This design comes from an exercise in tuning for small area on the open sky130 flow, not from production work. In this exercise RTL edits were held to simulation tests only and were not proved equivalent to the original.

==> wip/zinc: inputs <==
Design convPoolTop, start of the top module:
module convPoolTop (
    input  logic        clk,
    input  logic        rst,
    input  logic        pixValid,
    input  logic [7:0]  pix,
    input  logic        coefWrite,
    input  logic [3:0]  coefAddr,
    input  logic [15:0] coefData,
    output logic        poolValid,
    output logic [20:0] pool
);
Settings: LEC_CHECK=0, ABC_AREA=1, CAP_MARGIN=20, CORE_MARGIN=2, CORE_UTILIZATION=40, CTS_BUF_LIST=sky130_fd_sc_hd__clkbuf_4, SLEW_MARGIN=20; clock period 7.5 ns.
run.sh (not shown) runs the stock make flow with config.mk's settings and CLKGATE_MAP_FILE= SYNTH_SCRIPT=/design/flow/synth_recipe.tcl, a recipe that flattens the netlist after the stock synthesis.
==> inputs of wip/indigo, as changes to wip/zinc <==
--- a/flow/config.mk
+++ b/flow/config.mk
@@ -5,9 +5,7 @@
 export SDC_FILE = /design/flow/constraint.sdc
 export NUM_CORES = 4
 export LEC_CHECK = 0
-export ABC_AREA = 1
 export CAP_MARGIN = 20
 export CORE_MARGIN = 2
 export CORE_UTILIZATION = 40
-export CTS_BUF_LIST = sky130_fd_sc_hd__clkbuf_4
 export SLEW_MARGIN = 20
==> notes.md <==
Outcome: wip/zinc timing/DRC/antenna clean; wip/indigo timing/DRC/antenna clean
Area Overhead vs Synth: wip/zinc 11.3%; wip/indigo 10.0%
Worst Setup Slack, final: wip/zinc 0.344 ns; wip/indigo 0.348 ns
Diodes inserted: wip/zinc 5; wip/indigo 1
Area of the multi-input gates: wip/zinc 13,800 um^2; wip/indigo 17,400 um^2
Clock root buffer master: wip/zinc sky130_fd_sc_hd__clkbuf_4; wip/indigo sky130_fd_sc_hd__clkbuf_16
Post-synth design cell area: wip/zinc 25,900 um^2; wip/indigo 29,500 um^2
Reg2Reg Launch Point: wip/zinc uConvMac.kernel[11]$_DFFE_PP_; wip/indigo uConvMac.kernel[13]$_DFFE_PP_
Average footprint of a synthesized cell: wip/zinc 10.8 um^2; wip/indigo 9.68 um^2
Routed wire length per instance: wip/zinc 22.5 um; wip/indigo 23.2 um
Multi-input combinational area share: wip/zinc 48.0%; wip/indigo 53.6%
Cell area after layout: wip/zinc 28,800 um^2; wip/indigo 32,400 um^2
Sequential area share after synthesis: wip/zinc 37.2%; wip/indigo 32.6%
Relative max-transition margin: wip/zinc 20.5%; wip/indigo 20.3%
Gate count of the mapped netlist: wip/zinc 2,398; wip/indigo 3,045
Number of detailed-routing iterations run before antenna repair: wip/zinc 7; wip/indigo 8
CP Launch Point: wip/zinc uConvMac.kernel[11]$_DFFE_PP_; wip/indigo uConvMac.kernel[13]$_DFFE_PP_


==> inputs of sierra <==
convPoolTop, a different RTL version from the one above (not shown whole).
// convPoolTop
module convPoolTop (
    input  logic        clk,
    input  logic        rst,
    input  logic        pixValid,
    input  logic [7:0]  pix,
    input  logic        coefWrite,
    input  logic [3:0]  coefAddr,
    input  logic [15:0] coefData,
    output logic        poolValid,
    output logic [20:0] pool
);
    logic        winValid;
    logic [71:0] win;
    logic        convValid;
    logic [18:0] convValue;
    logic        convXodd, convYodd, poolLast;
    lineWindow uLineWindow (
        .clk      (clk),
        .rst      (rst),
        .pixValid (pixValid),
        .pix      (pix),
        .winValid (winValid),
        .win      (win),
        .convXodd (convXodd),
        .convYodd (convYodd),
        .poolLast (poolLast)
    );
    convMac uConvMac (
        .clk       (clk),
        .rst       (rst),
        .coefWrite (coefWrite),
        .coefAddr  (coefAddr),
        .coefData  (coefData),
        .winValid  (winValid),
        .win       (win),
        .convValid (convValid),
        .convValue (convValue)
    );
    maxPool uMaxPool (
        .clk       (clk),
        .rst       (rst),
        .convValid (convValid),
        .convValue (convValue),
        .convXodd  (convXodd),
        .convYodd  (convYodd),
        .poolLast  (poolLast),
        .poolValid (poolValid),
        .pool      (pool)
    );
endmodule
Settings: LEC_CHECK=0, ABC_AREA=1, CAP_MARGIN=20, CORE_MARGIN=2, CORE_UTILIZATION=65, CTS_BUF_LIST=sky130_fd_sc_hd__clkbuf_16, CTS_CLUSTER_DIAMETER=100, CTS_CLUSTER_SIZE=30, PLACE_DENSITY=0.75, SLEW_MARGIN=20; clock period 7.5 ns.
standard.sh (not shown) runs the stock make flow with config.mk's settings and CLKGATE_MAP_FILE= SYNTH_SCRIPT=/design/flow/synth_recipe.tcl, a recipe that flattens the netlist after the stock synthesis.
==> flow/flow/run.sh <==
#!/bin/bash
# Standard synthesis, then the combinational logic mapped again for area
# (flip-flops kept as synthesis made them), then the standard layout.
set -euo pipefail
R=orfs/results/${FLOW_PLATFORM}/convPoolTop/base
LIB=${FLOW_HOME}/platforms/${FLOW_PLATFORM}/lib/sky130_fd_sc_hd__tt_025C_1v80.lib
bash standard.sh synth > synth.log 2>&1
cp $R/1_2_yosys.v std_1_2_yosys.v
python3 flow/netopt.py $LIB std_1_2_yosys.v opt.v > netopt.log 2>&1
DU=""
for c in $(cat flow/dont_use.txt); do DU="$DU -dont_use $c"; done
cat > remap.ys <<EOS
read_liberty -lib $LIB
read_verilog opt.v
hierarchy -top ${FLOW_TOP}
proc; opt_clean
techmap
opt -fast
abc -liberty $LIB $DU -script flow/remap.abc
opt_clean -purge
hilomap -singleton -hicell sky130_fd_sc_hd__conb_1 HI -locell sky130_fd_sc_hd__conb_1 LO
splitnets
opt_clean -purge
insbuf -buf sky130_fd_sc_hd__buf_4 A X
write_verilog -noattr -noexpr -nohex -nodec remap.v
stat -liberty $LIB
EOS
yosys -s remap.ys > remap.log 2>&1
cp remap.v $R/1_2_yosys.v
rm -f $R/1_synth.odb $R/1_synth.sdc
bash standard.sh "BUFFER_PORTS_ARGS=-buffer_cell sky130_fd_sc_hd__buf_1" "CTS_ARGS=-sink_clustering_enable -repair_clock_nets -dont_use_dummy_load -sink_clustering_size 28 -sink_clustering_max_diameter 100 -buf_list sky130_fd_sc_hd__clkbuf_16" finish > layout.log 2>&1
Other scripts of this flow, unchanged in this note and not shown: flow/flow/dont_use.txt, flow/flow/netopt.py, flow/flow/remap.abc
==> inputs of willow, as changes to sierra <==
--- a/flow/flow/run.sh
+++ b/flow/flow/run.sh
@@ -30,2 +30,2 @@
 rm -f $R/1_synth.odb $R/1_synth.sdc
-bash standard.sh "BUFFER_PORTS_ARGS=-buffer_cell sky130_fd_sc_hd__buf_1" "CTS_ARGS=-sink_clustering_enable -repair_clock_nets -dont_use_dummy_load -sink_clustering_size 28 -sink_clustering_max_diameter 100 -buf_list sky130_fd_sc_hd__clkbuf_16" finish > layout.log 2>&1
+bash standard.sh "BUFFER_PORTS_ARGS=-buffer_cell sky130_fd_sc_hd__buf_1" "CTS_ARGS=-sink_clustering_enable -repair_clock_nets -dont_use_dummy_load -sink_clustering_size 30 -sink_clustering_max_diameter 100 -buf_list sky130_fd_sc_hd__clkbuf_16" finish > layout.log 2>&1
--- a/flow/config.mk
+++ b/flow/config.mk
@@ -8,5 +8,5 @@
 export ABC_AREA = 1
-export CAP_MARGIN = 20
+export CAP_MARGIN = 5
 export CORE_MARGIN = 2
-export CORE_UTILIZATION = 65
+export CORE_UTILIZATION = 40
 export CTS_BUF_LIST = sky130_fd_sc_hd__clkbuf_16
@@ -14,3 +14,2 @@
 export CTS_CLUSTER_SIZE = 30
-export PLACE_DENSITY = 0.75
-export SLEW_MARGIN = 20
+export SLEW_MARGIN = 5
==> notes <==
- Against willow, the worst hold slack of sierra is higher by 0.014 ns.
- In sierra the worst setup slack is better than in willow, by 0.055 ns.
- In sierra the register-to-register slack is better than in willow, by 0.05 ns.
- Synthesized cell count is the same in sierra and willow.
- In critical path depth, sierra and willow do not differ.
- In willow the first-iteration DRC count is lower than in sierra, by about 24%.
- In willow the fmax is smaller than in sierra, by about 0.8%.
- Routed wire length: sierra is lower than willow (about 7%).
- Non-clock buffer count: willow is higher than sierra (12).

==> re-timing with driven ports <==
No port has a modelled driver above. Below, the same layouts with a new extraction and two added sets of constraints.
Step 1, drivers: a clkbuf_16 drives clk and a buf_2 each remaining input, both assumed.
Step 2, shift: input delay + t, output delay - t, t = (earliest + latest rising clock arrival at the registers) / 2. This alone moves slack from input paths to output paths.
a / b / c = ideal / step 1 / step 2; a / b = the first two.
run	t, ns	setup WS [ns]	worst setup path after step 2	latest minus earliest clock arrival (ns)	worst data-port slew with drivers (ns)
wip/zinc	0.921	0.344 / 0.344 / 0.344	register to register	0.084 / 0.084	0.04
wip/indigo	0.647	0.348 / 0.348 / 0.348	register to register	0.023 / 0.023	0.04
sierra	0.585	0.760 / 0.760 / 0.760	register to register	0.048 / 0.048	0.08
willow	0.599	0.706 / 0.706 / 0.706	register to register	0.061 / 0.062	0.05
After both steps setup and hold are still met in every run listed.
